Source: an optimization exercise on an open RTL-to-GDS flow (aim: small area, a short achievable clock period and few clock cycles per item). Production flows keep margins and buffers that such runs may drop.
The RTL was checked by simulation tests, not by an equivalence proof against the original design.
No activity file was given, so power comes from the tool's default toggle rates. The clock port is modelled as an ideal driver; clocking choices that lean on that would not hold on a real chip.

run H:
## sys_matmul_stream
module sys_matmul_stream #(
  parameter int N      = 3,
  parameter int DW     = 8,
  parameter int ACC_W  = 2*DW + $clog2(N),
  parameter int SIGNED = 0
) (
  input  logic             CLK,
  input  logic             rst_n,
  input  logic             vld_in,
  output logic             rdy_in,
  input  logic [DW-1:0]    a,
  input  logic [DW-1:0]    b,
  input  logic             keep,
  output logic             vld_out,
  input  logic             rdy_out,
  output logic [ACC_W-1:0] c,
  output logic             last_out,
  output logic             busy,
  output logic [1:0]       dbg_state
);
For scale: about 560 flip-flops.
export LEC_CHECK = 0
export ABC_CLOCK_PERIOD_IN_PS = 2800
export CAP_MARGIN = 20
export CORE_MARGIN = 2
export CORE_UTILIZATION = 55
export CTS_CLUSTER_DIAMETER = 100
export CTS_CLUSTER_SIZE = 30
export SLEW_MARGIN = 20
export SETUP_SLACK_MARGIN = 5.3
export BUFFER_PORTS_ARGS = -buffer_cell sky130_fd_sc_hd__buf_2
export CTS_ARGS = -sink_clustering_enable -repair_clock_nets -sink_clustering_size 30 -sink_clustering_max_diameter 100 -dont_use_dummy_load
create_clock -name core_clock -period 8.0 [get_ports {CLK}]
standard.sh (not shown) runs the stock make flow with config.mk's settings and CLKGATE_MAP_FILE= SYNTH_SCRIPT=/design/flow/synth_recipe.tcl, a recipe that flattens the netlist after the stock synthesis.
==> flow/flow/run.sh <==
#!/bin/bash
# Layout: the standard ORFS flow (standard.sh) with these changes:
#  * synthesis is the standard flow's script (synth_recipe.tcl: ORFS synthesis without fsm and share,
#    then flatten and rename) with one more option on Yosys's synth calls, -noabc, which
#    skips the generic "abc -fast" pass before ORFS extracts full adders; that pass turns
#    the adder tree's xor/majority logic into inverted forms, so the extracted adders
#    come out with an inverter on most of their outputs. Registers are unchanged.
#  * plain buffers (rather than delay cells) on the ports;
#  * clock tree synthesis without dummy loads.
# The flow's full output is in standard_run.log here; ORFS's per-step logs are under
# orfs/logs/.
set -euo pipefail
sed 's/yosys synth -nofsm -noshare /yosys synth -nofsm -noshare -noabc /' synth_recipe.tcl > synth_noabc.tcl
grep -q -- '-noabc' synth_noabc.tcl
sed 's|SYNTH_SCRIPT=[^ ]*synth_recipe.tcl|SYNTH_SCRIPT='"$PWD"'/synth_noabc.tcl|' standard.sh > standard_noabc.sh
grep -q 'synth_noabc.tcl' standard_noabc.sh
cat >> config.mk <<'CFG'
export SETUP_SLACK_MARGIN = 5.3
export BUFFER_PORTS_ARGS = -buffer_cell sky130_fd_sc_hd__buf_2
export CTS_ARGS = -sink_clustering_enable -repair_clock_nets -sink_clustering_size 30 -sink_clustering_max_diameter 100 -dont_use_dummy_load
CFG
bash standard_noabc.sh > standard_run.log 2>&1
Testbench counts of run H, summed over its fixed seeds: cycles 14,488, items 1,600.
For run E, these inputs were changed with respect to run H:
--- a/flow/design.v
+++ b/flow/design.v
@@ -83,36 +83,34 @@
     if (lb_x[3] || lb_x[6]) done_b = 9'b110000000;
     if (lb_x[4] || lb_x[7]) done_b = 9'b100000000;
     rdy_calc = |(ph_x & lb_x) &&
                (!cact_x || !cfull_x || |(cp_x & done_b) || (ot_x && !u3 && !u4 && !u5));
   endfunction
   logic [8:0] cp_m;         
   logic       cact_m;
   logic [8:0] ph_h0;        
-  logic       rdy_h1, rdy_h0, vld_o1, vld_o0, blk_o1, blk_o0, clr, busy_b;
+  logic       rdy_h1, rdy_h0, avail, blk, clr, busy_b, load, keep_c;
   logic       cact_h1, cfull_h1;
   logic       ot_h;         
   logic [8:0] cp_h1;
   always_comb begin
     cp_m   = m_fire ? rot1(cp) : cp;
     ot_h   = m_fire || |(cp & rot1(rot2(ph)));
     cact_m = cact && !(m_fire && cp[8]);
     cact_h1  = cact_m || lb[6];
     cfull_h1 = lb[6] ? 1'b0 : (cfull || lb[8]);
     cp_h1    = lb[6] ? 9'd1 : cp_m;
     rdy_h1   = rdy_calc(rot1(ph), rot1(lb), cact_h1, cfull_h1, cp_h1, ot_h, U[3], U[4], U[5]);
     ph_h0    = (!have_prev && idle) ? 9'd1 : rot1(ph);
     rdy_h0   = rdy_calc(ph_h0, lb, cact_m, cfull, cp_m, ot_h, U[3], U[4], U[5]);
-    blk_o1 = cact_m && !cfull && ((op[8] && !cp_m[0]) || (op[0] && cp_m[2]));
-    blk_o0 = cact_m && !cfull && ((op[0] && !cp_m[0]) || (op[1] && cp_m[2]));
-    vld_o1 = |(rot1(op) & rotm2(rot1(ph))) && U[0];
-    vld_o0 = |(op & rotm2(rot1(ph))) && U[0];
+    blk    = cact_m && !cfull && ((op[0] && !cp_m[0]) || (op[1] && cp_m[2]));
+    avail  = |(op & rotm2(rot1(ph))) && U[0];
     clr    = hs_in && (lb[6] || lb[8]);
-    busy_b = !lb[0] || cact_m || (|U[8:2]) || U[0] || bv || m_fire || av;
+    busy_b = !lb[0] || cact_m || (|U) || bv || m_fire || av;
   end
   always_comb begin
     hold        = !have_prev && idle && !hs_in;
     ph_n        = hold ? 9'd1 : rot1(ph);
     lb_n        = hs_in ? rot1(lb) : lb;
     lpar_n      = lpar ^ (hs_in && lb[8]);
     lkeep_n     = (hs_in && lb[0]) ? (keep && have_prev) : lkeep;
     have_prev_n = have_prev || (hs_in && lb[8]);
@@ -124,21 +122,23 @@
     if (hs_in && lb[6]) begin
       cact_n  = 1'b1;
       cp_n    = 9'd1;
       cfull_n = 1'b0;
       cpar_n  = lpar;
       ckeep_n = lkeep;
     end
     if (hs_in && lb[8]) cfull_n = 1'b1;
-    op_n   = hs_out ? rot1(op) : op;
-    U_n    = {U[7:2], U[1] && !hs_out, U[0], bv || U[8]};
-    vld_n  = hs_out ? (vld_o1 && (!blk_o1 || clr)) : (vld_o0 && (!blk_o0 || clr));
+    keep_c = !r_nvld && !rdy_out;
+    load   = !keep_c && avail && (!blk || clr);
+    op_n   = load ? rot1(op) : op;
+    U_n    = {U[7:1], U[0] && !load, bv || U[8]};
+    vld_n  = keep_c || load;
     rdy_n  = hs_in ? rdy_h1 : rdy_h0;
-    busy_n = hs_in || busy_b || (U[1] && !hs_out);
+    busy_n = hs_in || busy_b || vld_n;
   end
   always_ff @(posedge CLK) begin
     if (!rst_n) begin
       ph        <= 9'd1;
       lb        <= 9'd1;
       lpar      <= 1'b0;
       lkeep     <= 1'b0;
       have_prev <= 1'b0;
@@ -177,20 +177,20 @@
       U         <= U_n;
       av        <= m_fire;
       bv        <= av;
       v_q       <= hs_in;
       r_rdy     <= rdy_n;
       r_vld     <= vld_n;
       r_nvld    <= !vld_n;
       r_nrdy    <= !rdy_n;
-      r_last    <= hs_out ? (vld_o1 && (!blk_o1 || clr) && op[7]) : (vld_o0 && (!blk_o0 || clr) && op[8]);
+      r_last    <= keep_c ? r_last : (load && op[8]);
       r_busy    <= busy_n;
       r_dbg0    <= !rdy_n && !vld_n;
-      c_r       <= vld_n ? L1_n : '0;
+      c_r       <= keep_c ? c_r : (load ? L1_n : '0);
     end
   end
   logic wb0, wb1, wb2;      
   assign wb0 = v_q && (ph[1] || ph[2] || ph[3]);
   assign wb1 = v_q && (ph[4] || ph[5] || ph[6]);
   assign wb2 = v_q && (ph[7] || ph[8] || ph[0]);
   always_ff @(posedge CLK) begin
     a_q    <= a;
Findings:
Post-route total power: run H vs run E — no meaningful difference. The die area of run E falls short of that of run H by 140 sq um. Taking run H as the reference, in run E net switching power went up by about 0.4%; share of the final layout cell area in multi-input gates shows no meaningful change; hold-fix buffer count after cts saw little to no change; routed wire length about even; slack of the worst reg-to-reg path saw an increase. Detailed route wirelength on metal3 was lower in run E than in run H. Run E has proportion of synthesized chip area in sequential cells above what run H had. Run H has higher utilization than run E. Status | run E and run H | clean. Looking only at post-placement cell area, and setting everything else aside, the lower value of run E and run H goes to run E.
Testbench counts of run E, summed over its fixed seeds: cycles 14,488, items 1,600.

## afterwards: timing with drivers on the ports
Ports are ideal in the flow. The routed layouts listed here were re-timed in OpenROAD.
Step 1 assumes that a clkbuf_16 drives the clock port and a buf_2 every other input.
Step 2, shift: input delay + t, output delay - t, t = (earliest + latest rising clock arrival at the registers) / 2. This alone moves slack from input paths to output paths.
Slacks: ideal ports / drivers / drivers and shift; pairs: ideal ports / drivers.
| run | t (ns) | setup slack, ns | hold slack, ns |
|---|---|---|---|
| run H | 0.605 | 5.351 / 5.294 / 4.867 | 0.318 / 0.318 / 0.318 |
| run E | 0.603 | 5.348 / 5.291 / 4.820 | 0.329 / 0.329 / 0.329 |
After both steps setup and hold are still met in every run listed. For run E, which loses most, drivers alone change the setup slack by -0.057 ns; drivers and shift together by -0.528 ns.
